Context: an optimization exercise on an open-source flow, tuned for small area. The choices shown serve that exercise and are no tape-out recipe. RTL that was checked went through simulation tests only; none was proved equivalent to the original. Power figures rest on the tool's default switching activity, not on a simulated workload.

== 10-02 ==
## map_loader
module map_loader #(
   parameter int LANES = 5,
   parameter int ROWS  = 100
) (
   input  logic        clk_i,
   input  logic        rst_n_i,
   input  logic        start_i,
   input  logic        in_valid_i,
   output logic        in_ready_o,
   input  logic [2:0]  in_cell_i,
   input  logic        in_last_i,
   output logic        busy_o,
   output logic        done_o,
   output logic        err_o,
   output logic        map_valid_o,
   output logic [10:0] len_o,
   input  logic [2:0]  rd_x_i,
   input  logic [6:0]  rd_y_i,
   output logic [2:0]  rd_state_o,
   output logic [11:0] rd_rgb_o
);
export LEC_CHECK = 0
export ABC_AREA = 1
export CAP_MARGIN = 0
export CORE_MARGIN = 2
export CORE_UTILIZATION = 40
export CTS_BUF_LIST = sky130_fd_sc_hd__clkbuf_4
export SLEW_MARGIN = 0
create_clock -name core_clock -period 10.0 [get_ports {clk_i}]
run.sh (not shown) runs the stock make flow with config.mk's settings and CLKGATE_MAP_FILE= SYNTH_SCRIPT=/design/flow/synth_recipe.tcl, a recipe that flattens the netlist after the stock synthesis.
Inputs modified between 10-02 and 02-15:
# 10-02
export LEC_CHECK = 0
export ABC_AREA = 1
export CAP_MARGIN = 0
export CORE_MARGIN = 2
export CORE_UTILIZATION = 40
export CTS_BUF_LIST = sky130_fd_sc_hd__clkbuf_4
export SLEW_MARGIN = 0
create_clock -name core_clock -period 10.0 [get_ports {clk_i}]
# 02-15
export LEC_CHECK = 0
export ABC_AREA = 1
export CAP_MARGIN = 20
export CORE_MARGIN = 2
export CORE_UTILIZATION = 40
export CTS_BUF_LIST = sky130_fd_sc_hd__clkbuf_8
export CTS_CLUSTER_SIZE = 30
export SLEW_MARGIN = 20
create_clock -name core_clock -period 10.0 [get_ports {clk_i}]
Results
02-15: all stages complete, timing, DRC and antenna checks passed. 02-15 gives less clock skew than 10-02 did. Worst path setup slack after routing is lower on 02-15. Per the comparison of 02-15 with 10-02, per-cell via count in the routed design climbed about 0.8%; clock-pin slew on the worst setup and hold paths held. 02-15 vs. 10-02: initial antenna violation count fell 4, proportion of power drawn by the clock network fell 0.5 points, floorplan core area about even. Min number of iterations in the first detailed-routing pass across 10-02 and 02-15: 10-02. Combinational power share essentially unchanged between 10-02 and 02-15. Compared 10-02 against 02-15; area after detailed placement within noise. As far as share of cell area taken by multi-input logic gates is concerned, 02-15 and 10-02 perform about the same.
No run of this note included a check of the RTL's function; only the layout flow was run.

Another version of the RTL of map_loader (not shown whole).
Size in the first run: ~2100 cells after synthesis, ~0.026 mm2 of cells after synthesis.
Design map_loader, start of the top module:
module map_loader #(
   parameter int LANES = 5,
   parameter int ROWS  = 100
) (
   input  logic        clk_i,
   input  logic        rst_n_i,
   input  logic        start_i,
   input  logic        in_valid_i,
   output logic        in_ready_o,
   input  logic [2:0]  in_cell_i,
   input  logic        in_last_i,
   output logic        busy_o,
   output logic        done_o,
   output logic        err_o,
   output logic        map_valid_o,
   output logic [10:0] len_o,
   input  logic [2:0]  rd_x_i,
   input  logic [6:0]  rd_y_i,
   output logic [2:0]  rd_state_o,
   output logic [11:0] rd_rgb_o
);
export LEC_CHECK = 0
export CAP_MARGIN = 10
export CORE_MARGIN = 2
export CORE_UTILIZATION = 55
export GPL_TIMING_DRIVEN = 0
export SLEW_MARGIN = 10
create_clock -name core_clock -period 10.0 [get_ports {clk_i}]
standard.sh (not shown) runs the stock make flow with config.mk's settings and CLKGATE_MAP_FILE= SYNTH_SCRIPT=/design/flow/synth_recipe.tcl, a recipe that flattens the netlist after the stock synthesis.
==> flow/flow/run.sh <==
#!/bin/bash
# Own layout flow: the standard ORFS flow, with two changes.
#  1. Synthesis is the standard flow's own script (synth_recipe.tcl) with its combinational mapping
#     changed (see synth_area.tcl): ABC maps for area, and adders are not pre-extracted.
#     Registers are mapped by dfflibmap before this, so they are the standard synthesis's.
#  3. Ports are buffered with buf_1 cells.
#  2. Clock tree synthesis runs without dummy loads, with larger sink clusters (25 sinks,
#     80 um) driven by clkbuf_16 leaf buffers.
# Every tool's output goes to a log file in this work folder (and ORFS's own logs under orfs/).
set -euo pipefail
W=$(pwd)
export FLOW_SYNTH_TCL="$W/synth_recipe.tcl"
export BUFFER_PORTS_ARGS="-buffer_cell sky130_fd_sc_hd__buf_1"
export CTS_ARGS="-sink_clustering_enable -repair_clock_nets -dont_use_dummy_load -buf_list sky130_fd_sc_hd__clkbuf_16 -sink_clustering_size 25 -sink_clustering_max_diameter 80"

make -C "$FLOW_HOME" DESIGN_CONFIG="$W/config.mk" WORK_HOME="$W/orfs" CLKGATE_MAP_FILE= \
   SYNTH_SCRIPT="$W/flow/synth_area.tcl" synth > "$W/synth_make.log" 2>&1
bash "$W/standard.sh" MATCH_CELL_FOOTPRINT=0 finish > "$W/standard_make.log" 2>&1
test -s "$W/out/final.def"
==> flow/flow/synth_area.tcl <==
# synth_recipe.tcl with two changes to the combinational mapping (registers are mapped by
# dfflibmap before either step, so they are exactly the standard synthesis's):
#  - ABC runs Yosys's default liberty script (area-oriented &nf): drop ORFS's -script, its -D
#    delay target and the -constr file that makes ABC buffer and upsize.
#  - extract_fa is skipped, so adders are left to ABC as plain logic.
proc abc {args} {
   set keep {}
   for {set i 0} {$i < [llength $args]} {incr i} {
      set a [lindex $args $i]
      if {$a eq "-script" || $a eq "-D" || $a eq "-constr"} { incr i; continue }
      lappend keep $a
   }
   yosys abc {*}$keep
}
proc extract_fa {args} { puts "extract_fa skipped" }
source $::env(FLOW_SYNTH_TCL)
Change:
--- a/flow/flow/run.sh
+++ b/flow/flow/run.sh
@@ -18 +18 @@
-bash "$W/standard.sh" MATCH_CELL_FOOTPRINT=0 finish > "$W/standard_make.log" 2>&1
+bash "$W/standard.sh" finish > "$W/standard_make.log" 2>&1
=> Final area barely changes; count of clock-buffer cells in the layout stays the same; power hardly moves; worst setup slack improved by 0.17 ns; non-clock buffer count stays the same.
Change:
--- a/flow/flow/run.sh
+++ b/flow/flow/run.sh
@@ -6 +5,0 @@
-#  3. Ports are buffered with buf_1 cells.
@@ -13 +11,0 @@
-export BUFFER_PORTS_ARGS="-buffer_cell sky130_fd_sc_hd__buf_1"
CORE_UTILIZATION = 50   (was 55)
After rerunning: The changed run completed with no timing, DRC or antenna violations; setup slack is worse by 0.50 ns; fmax goes down by 5.5%; cell area goes up by 0.96%; via count goes down by about 0.4%; global-route usage goes down by 2.3 points; combinational power goes up by about 3%; die area goes up by about 10%; wire length goes up by about 1%.

[re-timing with driven ports]
No port has a modelled driver above. Below, the same layouts with a new extraction and two added sets of constraints. Step 1: set_driving_cell puts a clkbuf_16 on clk_i and a buf_2 on each other input, an assumption about the parent block. Step 2, shift: input delay + t, output delay - t, t = (earliest + latest rising clock arrival at the registers) / 2. This alone moves slack from input paths to output paths. Slacks: ideal / step 1 / step 2; pairs: ideal / step 1.
run	shift t [ns]	slack for setup (ns)	worst setup path at the end
10-02	1.153	1.911 / 1.954 / 0.801	input to register
02-15	0.853	1.523 / 1.561 / 0.708	input to register
the first run of note 2	0.626	1.264 / 1.303 / 0.677	input to register
the second run of note 2	0.632	1.439 / 1.474 / 0.842	input to register
the third run of note 2	0.618	0.936 / 0.967 / 0.349	input to register
After both steps every run listed still meets setup and hold. For 10-02, which loses most, drivers alone change the setup slack by +0.043 ns; drivers and shift together by -1.110 ns.
